What follows belongs to an exercise in optimizing a design on an open flow for a short achievable clock period and few clock cycles; a production flow would make more cautious choices.
Function was checked by simulation only, so behaviour that the tests miss may differ from the original.
Power and IR drop assume default switching activity.

<file path="flow/config.mk">
export PLATFORM = sky130hd
export DESIGN_NAME = rv_core
export DESIGN_NICKNAME = rv_core
export VERILOG_FILES = /design/flow/design.v
export SDC_FILE = /design/flow/constraint.sdc
export NUM_CORES = 4
export LEC_CHECK = 0
export ABC_CLOCK_PERIOD_IN_PS = 3000
export CAP_MARGIN = 20
export CORE_MARGIN = 2
export CORE_UTILIZATION = 60
export SLEW_MARGIN = 20
</file>
<file path="flow/design.v">
`timescale 1ns/100ps
package rv_pkg;
	localparam int BTB_IDX_W = 5;
endpackage
`timescale 1ns/100ps
module rv_core (
	input  logic				i_clk,
	input  logic				i_rstn,
	output logic [32-1:0]	o_imem_addr,
	input  logic [32-1:0]	i_imem_data,
	output logic				o_dmem_re,
	output logic				o_dmem_we,
	output logic [32-1:0]	o_dmem_addr,
	output logic [32-1:0]	o_dmem_wdata,
	input  logic [32-1:0]	i_dmem_rdata,
	output logic				o_retire_valid,
	output logic [32-1:0]	o_retire_pc,
	output logic [4:0]			o_retire_rd,
	output logic				o_retire_we,
	output logic [32-1:0]	o_retire_value
);
	localparam int BI = rv_pkg::BTB_IDX_W;
	localparam int NB = 1 << BI;
	localparam int TW = 8;
	function automatic logic sum_eq(input logic [31:0] a, input logic [31:0] b,
		input logic [31:0] c);
		logic [31:0] cin;
		cin[0] = 1'b0;
		for (int i = 1; i < 32; i++)
			cin[i] = (a[i-1] ^ b[i-1]) ? ~c[i-1] : a[i-1];
		sum_eq = ((a ^ b ^ c) == cin);
	endfunction
	function automatic logic [31:0] ks_add(input logic [31:0] a, input logic [31:0] b,
		input logic cin);
		logic [31:0] g, p, gn, pn, p0;
		p0	= a ^ b;
		g	= a & b;
		p	= p0;
		g[0] = g[0] | (p[0] & cin);
		for (int d = 1; d < 32; d = d * 2) begin
			for (int i = 0; i < 32; i++) begin
				if (i >= d) begin
					gn[i] = g[i] | (p[i] & g[i-d]);
					pn[i] = p[i] & p[i-d];
				end else begin
					gn[i] = g[i];
					pn[i] = p[i];
				end
			end
			g = gn;
			p = pn;
		end
		ks_add = p0 ^ {g[30:0], cin};
	endfunction
	function automatic logic jalr_eq(input logic [31:0] a, input logic [31:0] b,
		input logic [31:0] c);
		logic [31:0] cc;
		cc = {c[31:1], a[0] ^ b[0]};
		jalr_eq = sum_eq(a, b, cc) && !c[0];
	endfunction
	logic [31:0]	pc;
	logic			btb_v	[NB];
	logic [TW-1:0]	btb_tag	[NB];
	logic [31:0]	btb_tgt	[NB];
	logic [1:0]		btb_ctr	[NB];
	logic			btb_ret	[NB];
	logic [31:0]	ras;
	logic			d_valid;
	logic [31:0]	d_ir;
	logic [31:0]	d_pc;
	logic [31:0]	d_pnpc;
	logic			d_bhit;
	logic			d_bret;
	logic [31:0]	d_imm_bj;
	logic			d_pc4_eq, d_imm4;
	logic [1:0]		d_bctr;
	logic			e_valid;
	logic [31:0]	e_pc;
	logic [31:0]	e_pc4;
	logic [31:0]	e_tgt;
	logic [31:0]	e_pnpc;
	logic [31:0]	e_a;
	logic [31:0]	e_b;
	logic [31:0]	e_s;
	logic			e_sub;
	logic			e_sel_add, e_sel_and, e_sel_or, e_sel_xor, e_sel_sll, e_sel_sr;
	logic			e_sel_slt, e_sel_link;
	logic			e_sra;
	logic			e_is_br, e_is_jal, e_is_jalr;
	logic [2:0]		e_f3;
	logic			e_we;
	logic [4:0]		e_rd;
	logic			e_load, e_store;
	logic			e_tgt_eq, e_pc4_eq;
	logic			e_br_eq, e_br_lt, e_br_inv, e_cmp_s;
	logic			e_ret, e_call;
	logic			e_bhit;
	logic			e_fixmis;
	logic [1:0]		e_bctr;
	logic			m_valid;
	logic [31:0]	m_pc;
	logic [4:0]		m_rd;
	logic			m_we;
	logic			m_load;
	logic [31:0]	m_value;
	logic			m_re, m_wr;
	logic [31:0]	m_addr, m_wdata;
	logic			m_ctrl, m_br, m_taken, m_ret, m_call, m_bhit;
	logic [1:0]		m_bctr;
	logic [31:0]	m_target;
	logic			w_valid;
	logic [31:0]	w_pc;
	logic [4:0]		w_rd;
	logic			w_we;
	logic			w_load;
	logic [31:0]	w_value;
	logic			r_valid;
	logic [31:0]	r_pc;
	logic [4:0]		r_rd;
	logic			r_we;
	logic [31:0]	r_value;
	logic [31:0]	rf [1:31];
	logic [BI-1:0]	f_idx;
	logic			f_hit;
	logic			f_taken;
	logic [31:0]	f_next;
	assign o_imem_addr	= pc;
	assign f_idx		= pc[BI+1:2];
	logic [NB-1:0]	f_hitv, f_takev;
	always_comb begin
		for (int i = 0; i < NB; i++) begin
			f_hitv[i]	= btb_v[i] && btb_tag[i] == pc[BI+2+TW-1:BI+2];
			f_takev[i]	= f_hitv[i] && (btb_ret[i] || btb_ctr[i][1]);
		end
	end
	assign f_hit		= f_hitv[f_idx];
	assign f_taken		= f_takev[f_idx];
	assign f_next		= !f_taken ? pc + 32'd4 : btb_ret[f_idx] ? ras : btb_tgt[f_idx];
	logic [31:0]	f_imm_bj;
	logic			f_imm4;
	assign f_imm_bj	= i_imem_data[3] ?
		{{12{i_imem_data[31]}}, i_imem_data[19:12], i_imem_data[20],
			i_imem_data[30:21], 1'b0} :
		{{20{i_imem_data[31]}}, i_imem_data[7], i_imem_data[30:25],
			i_imem_data[11:8], 1'b0};
	assign f_imm4	= f_imm_bj == 32'd4;
	logic [6:0]		d_opc;
	logic [2:0]		d_f3;
	logic [4:0]		d_rs1, d_rs2, d_rd;
	logic			d_op, d_opimm, d_lui, d_auipc, d_ld, d_st, d_br, d_jal, d_jalr;
	logic			d_lw, d_sw;
	logic [31:0]	d_imm_i, d_imm_s, d_imm_u, d_imm;
	logic [31:0]	d_tgt, d_pc4;
	logic			d_to_tgt, d_to_pc4, d_to_ras;
	logic			d_tgt_eq;
	logic			d_redirect;
	logic [31:0]	d_rtarget;
	logic			d_use1, d_use2;
	logic			d_stall;
	logic			d_wreg;
	logic [31:0]	d_rv1, d_rv2;
	logic [31:0]	wb_value;
	assign d_opc	= d_ir[6:0];
	assign d_f3		= d_ir[14:12];
	assign d_rs1	= d_ir[19:15];
	assign d_rs2	= d_ir[24:20];
	assign d_rd		= d_ir[11:7];
	assign d_op		= d_opc == 7'b0110011;
	assign d_opimm	= d_opc == 7'b0010011;
	assign d_lui	= d_opc == 7'b0110111;
	assign d_auipc	= d_opc == 7'b0010111;
	assign d_ld		= d_opc == 7'b0000011;
	assign d_st		= d_opc == 7'b0100011;
	assign d_br		= d_opc == 7'b1100011;
	assign d_jal	= d_opc == 7'b1101111;
	assign d_jalr	= d_opc == 7'b1100111;
	assign d_lw		= d_ld && d_f3 == 3'b010;
	assign d_sw		= d_st && d_f3 == 3'b010;
	assign d_imm_i	= {{20{d_ir[31]}}, d_ir[31:20]};
	assign d_imm_s	= {{20{d_ir[31]}}, d_ir[31:25], d_ir[11:7]};
	assign d_imm_u	= {d_ir[31:12], 12'b0};
	assign d_imm	= (d_lui || d_auipc) ? d_imm_u : d_st ? d_imm_s : d_imm_i;
	assign d_tgt	= d_pc + d_imm_bj;
	assign d_pc4	= d_pc + 32'd4;
	assign d_tgt_eq	= sum_eq(d_pc, d_imm_bj, d_pnpc);
	always_comb begin
		d_to_tgt = 1'b0;
		d_to_pc4 = 1'b0;
		d_to_ras = 1'b0;
		if (d_jal) begin
			d_to_tgt = d_pc4_eq;
		end else if (d_br) begin
			d_to_tgt = d_pc4_eq && d_ir[31];
		end else if (d_jalr) begin
			d_to_ras = d_rs1 == 5'd1 && d_rd == 5'd0 && !(d_bhit && d_bret);
		end else begin
			d_to_pc4 = !d_pc4_eq;
		end
	end
	assign d_use1	= d_op || d_opimm || d_ld || d_st || d_br || d_jalr;
	assign d_use2	= d_op || d_st || d_br;
	assign d_stall	= d_valid && (
		(e_valid && e_load && e_we &&
			((d_use1 && e_rd == d_rs1) || (d_use2 && e_rd == d_rs2))) ||
		(m_load && m_we &&
			((d_use1 && m_rd == d_rs1) || (d_use2 && m_rd == d_rs2))));
	logic			d_fa, d_fb, d_fs;
	assign d_fs		= e_valid && e_we && e_rd == d_rs2;
	assign d_fa		= !d_auipc && !d_lui && e_valid && e_we && e_rd == d_rs1;
	assign d_fb		= (d_op || d_br) && d_fs;
	assign d_wreg	= (d_op || d_opimm || d_lui || d_auipc || d_lw || d_jal || d_jalr) &&
		d_rd != 5'd0;
	assign wb_value	= w_load ? i_dmem_rdata : w_value;
	assign d_rv1	= (d_rs1 == 5'd0) ? 32'd0 :
		(m_we && m_rd == d_rs1) ? m_value :
		(w_we && w_rd == d_rs1) ? wb_value : rf[d_rs1];
	assign d_rv2	= (d_rs2 == 5'd0) ? 32'd0 :
		(m_we && m_rd == d_rs2) ? m_value :
		(w_we && w_rd == d_rs2) ? wb_value : rf[d_rs2];
	logic [31:0]	x_a, x_b, x_s, x_bi;
	logic [31:0]	x_sum;
	logic			x_lt, x_eq, x_cond, x_taken, x_mis;
	logic [31:0]	x_sr, x_sl, x_res;
	logic			e_redirect;
	logic			m_redirect;
	assign x_a	= e_a;
	assign x_b	= e_b;
	assign x_s	= e_s;
	assign x_bi		= x_b ^ {32{e_sub}};
	assign x_sum	= ks_add(x_a, x_bi, e_sub);
	assign x_lt		= {x_a[31] ^ e_cmp_s, x_a[30:0]} < {x_b[31] ^ e_cmp_s, x_b[30:0]};
	assign x_eq		= x_a == x_b;
	assign x_sl		= x_a << x_b[4:0];
	assign x_sr		= 32'($signed({e_sra && x_a[31], x_a}) >>> x_b[4:0]);
	logic [31:0]	x_oth;
	assign x_res = e_sel_add ? x_sum[31:0] : x_oth;
	assign x_oth =
		({32{e_sel_and}}	& (x_a & x_b))	|
		({32{e_sel_or}}		& (x_a | x_b))	|
		({32{e_sel_xor}}	& (x_a ^ x_b))	|
		({32{e_sel_sll}}	& x_sl)			|
		({32{e_sel_sr}}		& x_sr)			|
		{31'd0, e_sel_slt && x_lt} |
		({32{e_sel_link}}	& e_pc4);
	assign x_cond = ((e_br_eq && x_eq) || (e_br_lt && x_lt)) ^ e_br_inv;
	logic			x_jmis;
	logic [31:0]	x_dtarget;
	assign x_taken		= e_is_br ? x_cond : (e_is_jal || e_is_jalr);
	assign x_mis		= e_is_br ? (x_cond ? !e_tgt_eq : !e_pc4_eq) : e_fixmis;
	assign x_dtarget	= (e_is_br ? x_cond : e_is_jal) ? e_tgt : e_pc4;
	assign x_jmis		= e_is_jalr && !jalr_eq(x_a, x_b, e_pnpc);
	assign e_redirect = e_valid && !m_redirect && x_mis;
	assign d_redirect = d_valid && !d_stall && (d_to_tgt || d_to_pc4 || d_to_ras);
	assign d_rtarget  = d_to_tgt ? d_tgt : d_to_ras ? ras : d_pc4;
	logic			any_redirect;
	logic [31:0]	redirect_pc;
	assign any_redirect	= m_redirect || e_redirect || d_redirect;
	assign redirect_pc	= m_redirect ? m_target : e_redirect ? x_dtarget : d_rtarget;
	always_ff @(posedge i_clk) begin
		if (!i_rstn) begin
			pc		<= 32'h0000_0000;
			d_valid	<= 1'b0;
		end else if (any_redirect || !d_stall) begin
			pc		<= any_redirect ? redirect_pc : f_next;
			d_valid	<= !any_redirect;
		end
	end
	always_ff @(posedge i_clk) begin
		if (!d_stall) begin
			d_ir	<= i_imem_data;
			d_pc	<= pc;
			d_pnpc	<= f_next;
			d_bhit	<= f_hit;
			d_bret	<= btb_ret[f_idx];
			d_bctr	<= btb_ctr[f_idx];
			d_imm_bj	<= f_imm_bj;
			d_imm4		<= f_imm4;
			d_pc4_eq	<= !f_taken;
		end
	end
	always_ff @(posedge i_clk) begin
		if (!i_rstn)
			e_valid <= 1'b0;
		else
			e_valid <= d_valid && !d_stall && !e_redirect && !m_redirect;
	end
	always_ff @(posedge i_clk) begin
		e_pc		<= d_pc;
		e_pc4		<= d_pc4;
		e_tgt		<= d_tgt;
		e_pnpc		<= d_to_ras ? ras : d_pnpc;
		e_a			<= (d_fa && e_sel_add) ? x_sum : d_fa ? x_oth :
			d_auipc ? d_pc : d_lui ? 32'd0 : d_rv1;
		e_b			<= (d_fb && e_sel_add) ? x_sum : d_fb ? x_oth :
			(d_op || d_br) ? d_rv2 : d_imm;
		e_s			<= (d_fs && e_sel_add) ? x_sum : d_fs ? x_oth : d_rv2;
		e_sub		<= d_op && d_ir[30] && d_f3 == 3'b000;
		e_br_eq		<= d_f3[2:1] == 2'b00;
		e_br_lt		<= d_f3[2];
		e_br_inv	<= d_f3[0] && (d_f3[2] || !d_f3[1]);
		e_cmp_s		<= d_br ? !d_f3[1] : !d_f3[0];
		e_sel_add	<= ((d_op || d_opimm) && d_f3 == 3'b000) || d_lui || d_auipc ||
			d_ld || d_st;
		e_sel_and	<= (d_op || d_opimm) && d_f3 == 3'b111;
		e_sel_or	<= (d_op || d_opimm) && d_f3 == 3'b110;
		e_sel_xor	<= (d_op || d_opimm) && d_f3 == 3'b100;
		e_sel_sll	<= (d_op || d_opimm) && d_f3 == 3'b001;
		e_sel_sr	<= (d_op || d_opimm) && d_f3 == 3'b101;
		e_sel_slt	<= (d_op || d_opimm) && d_f3[2:1] == 2'b01;
		e_sel_link	<= d_jal || d_jalr;
		e_sra		<= d_ir[30];
		e_is_br		<= d_br;
		e_is_jal	<= d_jal;
		e_is_jalr	<= d_jalr;
		e_f3		<= d_f3;
		e_we		<= d_wreg;
		e_rd		<= d_rd;
		e_load		<= d_lw;
		e_store		<= d_sw;
		e_tgt_eq	<= d_to_tgt || (d_to_pc4 ? d_imm4 : d_tgt_eq);
		e_fixmis	<= d_jal ? !(d_to_tgt || d_tgt_eq) :
			!d_jalr && !d_br && !(d_to_pc4 || d_pc4_eq);
		e_pc4_eq	<= d_to_pc4 || (d_to_tgt ? d_imm4 : d_pc4_eq);
		e_ret		<= d_jalr && d_rs1 == 5'd1 && d_rd == 5'd0;
		e_call		<= (d_jal || d_jalr) && d_rd == 5'd1;
		e_bhit		<= d_bhit;
		e_bctr		<= d_bctr;
	end
	always_ff @(posedge i_clk) begin
		if (!i_rstn) begin
			m_valid	<= 1'b0;
			m_redirect	<= 1'b0;
			m_re	<= 1'b0;
			m_wr	<= 1'b0;
			m_ctrl	<= 1'b0;
			m_we	<= 1'b0;
			m_load	<= 1'b0;
		end else begin
			m_valid	<= e_valid && !m_redirect;
			m_redirect	<= e_valid && !m_redirect && x_jmis;
			m_re	<= e_valid && !m_redirect && e_load;
			m_wr	<= e_valid && !m_redirect && e_store;
			m_ctrl	<= e_valid && !m_redirect && (e_is_br || e_is_jal || e_is_jalr);
			m_we	<= e_valid && !m_redirect && e_we;
			m_load	<= e_valid && !m_redirect && e_load;
		end
		m_pc		<= e_pc;
		m_rd		<= e_rd;
		m_value		<= x_res;
		m_addr		<= x_sum[31:0];
		m_wdata		<= x_s;
		m_br		<= e_is_br;
		m_taken		<= x_taken;
		m_target	<= e_is_jalr ? {x_sum[31:1], 1'b0} : e_tgt;
		m_ret		<= e_ret;
		m_call		<= e_call;
		m_bhit		<= e_bhit;
		m_bctr		<= e_bctr;
	end
	assign o_dmem_re	= m_re;
	assign o_dmem_we	= m_wr;
	assign o_dmem_addr	= m_addr;
	assign o_dmem_wdata	= m_wdata;
	logic [BI-1:0]	m_idx;
	assign m_idx = m_pc[BI+1:2];
	always_ff @(posedge i_clk) begin
		if (!i_rstn) begin
			for (int i = 0; i < NB; i++)
				btb_v[i] <= 1'b0;
		end else if (m_ctrl && m_taken) begin
			btb_v[m_idx] <= 1'b1;
		end
	end
	always_ff @(posedge i_clk) begin
		if (m_ctrl) begin
			if (m_taken) begin
				btb_tag[m_idx]	<= m_pc[BI+2+TW-1:BI+2];
				btb_tgt[m_idx]	<= m_target;
				btb_ret[m_idx]	<= m_ret;
				btb_ctr[m_idx]	<= !m_br ? 2'd3 : !m_bhit ? 2'd2 :
					(m_bctr == 2'd3 ? 2'd3 : m_bctr + 2'd1);
			end else if (m_bhit) begin
				btb_ctr[m_idx]	<= m_bctr == 2'd0 ? 2'd0 : m_bctr - 2'd1;
			end
		end
	end
	always_ff @(posedge i_clk) begin
		if (!i_rstn)
			ras <= 32'd0;
		else if (m_ctrl && m_call)
			ras <= m_value;
	end
	always_ff @(posedge i_clk) begin
		if (!i_rstn) begin
			w_valid	<= 1'b0;
			w_we	<= 1'b0;
			w_load	<= 1'b0;
		end else begin
			w_valid	<= m_valid;
			w_we	<= m_we;
			w_load	<= m_load;
		end
		w_pc	<= m_pc;
		w_rd	<= m_rd;
		w_value	<= m_value;
	end
	always_ff @(posedge i_clk) begin
		if (w_we)
			rf[w_rd] <= wb_value;
	end
	always_ff @(posedge i_clk) begin
		if (!i_rstn)
			r_valid	<= 1'b0;
		else
			r_valid	<= w_valid;
		r_pc	<= w_pc;
		r_rd	<= w_rd;
		r_we	<= w_we;
		r_value	<= w_we ? wb_value : 32'd0;
	end
	assign o_retire_valid	= r_valid;
	assign o_retire_pc		= r_pc;
	assign o_retire_rd		= r_rd;
	assign o_retire_we		= r_we;
	assign o_retire_value	= r_value;
endmodule
</file>
<file path="flow/constraint.sdc">
create_clock -name core_clock -period 10.0 [get_ports {i_clk}]
set_input_delay 2.0000 -clock core_clock [delete_from_list [all_inputs] [get_ports {i_clk}]]
set_output_delay 2.0000 -clock core_clock [all_outputs]
set_load 0.01 [all_outputs]
</file>
<file path="flow/flow/run.sh">
#!/bin/bash
# Standard layout, with timing repair aimed well below the clock period
# (the constraints are the design's; only the repair margin is larger).
set -euo pipefail
cd "$(dirname "$0")/.."
bash standard.sh SETUP_SLACK_MARGIN=7.5 finish > make_flow.log 2>&1
</file>
<file path="flow/standard.sh">
#!/bin/bash
# synth_recipe.tcl (not shown) runs the flow's synth.tcl, then flattens the netlist and writes it again
# the make line also repeats each setting of config.mk as NAME=value (left out here)
make -C /OpenROAD-flow-scripts/flow DESIGN_CONFIG=/design/flow/config.mk WORK_HOME=/design/flow/orfs CLKGATE_MAP_FILE= SYNTH_SCRIPT=/design/flow/synth_recipe.tcl "${@:-finish}"
</file>
==> run notes <==
## placed cells by master (no fill, tap or decap), types with 76 or more instances in the layout
cell type / n
nand3_1: 76
nor3_1: 78
dfxtp_1: 455
buf_6: 329
a21oi_1: 197
buf_12: 131
xor2_1: 299
nand2_1: 566
nor2_4: 85
dfxtp_2: 166
mux2i_1: 181
xnor2_1: 170
buf_4: 497
inv_1: 131
mux4_2: 978
ha_1: 92
o21ai_1: 87
clkbuf_16: 356
nor2_1: 438
buf_16: 76
a21oi_2: 102
o21ai_0: 165
edfxtp_1: 2483
## report_power, final
part           internal, uW  switching [uW]
combinational          5260            6160
clock                  7100            5200
sequential            15500            1380
total                 27900           12800
## sequential cells by signal, summed over array words and instances, names as in the netlist, 32 cells and up, named ones only
| signal | cells |
|---|---|
| btb_tag | 256 |
| w_pc | 32 |
| m_value | 32 |
| d_pnpc | 32 |
| m_addr | 32 |
| btb_ctr | 64 |
| rf | 992 |
| btb_tgt | 1024 |
| m_pc | 32 |
| btb_v | 32 |
| btb_ret | 32 |
| d_pc | 32 |
| r_pc | 32 |
| pc | 32 |
| e_tgt | 32 |
| m_target | 32 |
| ras | 32 |
| e_a | 32 |
| e_s | 32 |
| e_b | 32 |
| w_value | 32 |
| e_pnpc | 32 |
| r_value | 32 |
| m_wdata | 32 |
## area by class of cell
type                    instances  area share
flip-flops and latches       3171      0.5127
diodes                         21   0.0003034
repair inverters                4   0.0003901
repair buffers               1228     0.08603
clock inverters               161    0.008972
multi-input cells            4878      0.3128
clock buffers                 432     0.05271
inverters                     172    0.004269
well taps                    3026     0.02186
## logic make-up (layout without fill, tap and decap cells)
| group | count (synthesis) | in the layout | share of synthesized area |
|---|---|---|---|
| compound gates | 1127 | 1128 | 0.05104 |
| other cells | 0 | 21 | 0 |
| xor+xnor | 524 | 524 | 0.03309 |
| mux | 1354 | 1364 | 0.1872 |
| flops | 3171 | 3171 | 0.6369 |
| fa+ha+maj | 162 | 162 | 0.01472 |
| buf+inv | 724 | 1997 | 0.02143 |
| simple gates | 1692 | 1700 | 0.05559 |
## stage by stage
| stage | std cells | utilization | setup slack, ns | hold slack, ns | total power [uW] |
|---|---|---|---|---|---|
| after floorplan | 8754 | - | 6.562 | 0.3096 | 21600 |
| after global placement | 11680 | 0.6328 | 5.279 | 0.3101 | 24700 |
| after detailed placement | 11680 | 0.6331 | 5.274 | 0.3120 | 24800 |
| after CTS | 12870 | 0.7337 | 6.256 | 0.2912 | 39350 |
| after global routing | 13070 | 0.7532 | 6.191 | 0.2959 | 41400 |
| final | 13090 | 0.7534 | 6.271 | 0.3000 | 40640 |
## worst register-to-register path: stages, from the launching register on
cell and delay [ns]:
dfxtp_4 0.35, buf_12 0.14, buf_16 0.14, buf_8 0.13, buf_12 0.13, xor2_1 0.15
nor3_1 0.22, or4bb_1 0.56, a22oi_2 0.25, o311ai_4 0.15, o21ai_4 0.09, buf_12 0.15
and2_4 0.22, buf_16 0.12, buf_12 0.11, buf_12 0.12, inv_16 0.05, mux2i_4 0.18
o221ai_2 0.11, a211oi_2 0.25
## per-layer routing
layer | up-vias | part of all wire | GRT usage
met2 | 8124 | 0.43 | 0.6203
met3 | 1859 | 0.15 | 0.1341
li1 | 36430 | - | -
met4 | 20 | 0.076 | 0.2526
met5 | - | 0.00023 | 0
met1 | 48030 | 0.34 | 0.5987
## path summary, 6_finish.rpt
check,end,cells past startpoint,slack [ns]
max reg2reg,pc[11]$_SDFFE_PN0P_,19,6.27
min reg2reg,m_pc[30]$_DFF_P_,0,0.30
min,m_pc[30]$_DFF_P_,0,0.30
max,pc[11]$_SDFFE_PN0P_,19,6.27
## timing repair
action	4_1_cts	5_1_grt
resized for setup	2242	532
gates cloned	91	22
buffers inserted	501	182
setup endpoints to repair	2821	996
hold endpoints to repair	0	0
pin swaps	256	227
==> run notes <==
* Setup violators final at 0
* Min-delay src: e_pc[30]$_DFF_P_
* Row count at 176
* Top_reg_cell synth: edfxtp_1
* Peak supply drop at 217.6 uV
* First-pass GRT wire length at 707600 um
* Post-DP HPWL at 287600 um
* Final Net Count at 10020
* DIE AREA at 235000 um2
* Sink Count at 3171
* Sequential cell area at 88790 um2
* Cell mode on critical path: buf_12
* Worst EP arrival at 4.59 ns
* Synth area leader: edfxtp_1
* Htree depth at 5
* Syn Inst Count at 8754
* Largest net degree at the start of global routing at 76
* Ratio of final minimum period to clock period at 0.3729
* Fmax at 0.2682 GHz
* Yosys cell types at 103
* CTS Hold Bufs at 0
* Io pins at 235
* Relative slew slack at 0.2049
* Clk buf depth at 4
* Routability cong. at 1.054
* Slowest-stage cell, CP: or4bb_1
* FFs w/ async S/R, synth at 0
* Setup CP Type: flip-flop to flip-flop
* Seq cells post-synth at 3171
* Crit end category: flip-flop
* TritonCTS Buffers at 335
* Dominant cells by area after synthesis: edfxtp_1 54%, mux4_2 16%, dfxtp_1 9.9%, xor2_1 2.0%, mux2i_1 2.0%
* Pwr/cell area at 234.6 nW/um2
* Core region area at 229900 um2
* Syn nets at 8982
* Fillers at 13490
* Pleak at 0.06093 uW
* Worst-path fanout max at 6
* Avg Vias per Cell at 7.215
* Clock Skews at 0.06978 ns
* Synth top cells by count: 2483 x edfxtp_1, 978 x mux4_2, 688 x dfxtp_1, 605 x nand2_1, 531 x nor2_1
* Setup_tns at 0 ns
* Finished Cell Area at 173200 um2
* Initial core utilization at 0.6033
* CP Launch Type: flip-flop
* Worst-path cell chain: buf_12 -> buf_16 -> buf_8 -> buf_12 -> xor2_1 -> nor3_1 -> or4bb_1 -> a22oi_2 -> o311ai_4 -> o21ai_4 -> buf_12 -> and2_4 -> buf_16 -> buf_12 -> buf_12 -> inv_16 -> mux2i_4 -> o221ai_2 -> a211oi_2
* CP max stage delay at 0.56 ns
* Wirelength per Cell at 40.09 um
* Initial antenna violation count at 36
* DRC violations left at 0
* Netlist Area Pre-Place at 138700 um2
* RSZ-0062 raised after global routing: yes
* Area occupied by multi-input gates at 54170 um2
* Critical Path RT at 10.86 ns
* DR vias at 94470
* Post-DRT Antenna Nets at 0
* Crit. Startpoint: pc[8]$_SDFFE_PN0P_
* Max-cap viol count at 0
* Status: finished clean
* Pre-Repair DR Iteration Count at 9
* Fraction of layout cells with a size suffix above 1 at 0.3872
* Register area share after synthesis at 0.6369
* Top delay family on crit path: buffers and inverters
* Minimum clock period at 3.729 ns
* Worst min path class: flip-flop to flip-flop
* Later-pin clock latency in the skew report at 0.98 ns
* Final hold vios at 0
* P&R area growth vs syn at 24.88%
* Number of global-route vias before repair at 90510
* Reg clk slew, reported paths at 0.07 ns
* Die Wd at 484.8 um
* DP Area at 145500 um2
* R2r startpoint: pc[8]$_SDFFE_PN0P_
* Post-synth EDFFs at 2483
* Synth warn at 1
* All-layer global routing usage at 0.4357
* Worst-margin pin slew at 1.185 ns
* DR iter-0 viols at 15880
* GRT Residual Overflow at 0
* Pins Over Slew Limit at 0
* CTS tree: built
* Syn avg cell area at 15.84 um2
* Worst Path Buf+Inv at 9
* Top-count cell post-synth: edfxtp_1
* Vert. Die Dim at 484.8 um
* Total Wirelength at 524900 um
* I/O Buffers at 234
* Root buffer cell: clkbuf_16
* Area fraction of the dominant cell type after synthesis at 0.5376
Testbench counts, summed over its fixed seeds: cycles 186,142.

[what the ideal ports hide]
In the flow no input, the clock included, has a driving cell. The finished layout below was timed again as built, in two steps.
Step 1, drivers: a clkbuf_16 drives i_clk and a buf_2 each remaining input, both assumed.
Step 2 also shifts input and output timing later by t, the mid clock arrival at the registers, as if the neighbouring blocks saw the same clock.
a / b / c = ideal / step 1 / step 2; a / b = the first two.
t, ns: 1.047
setup slack, ns: 6.271 / 6.190 / 5.646
worst slew at a driven data input, ns: 0.07
After both steps setup and hold are still met in this run. The setup slack of this run moves by -0.081 ns with the drivers and by -0.625 ns with both steps.
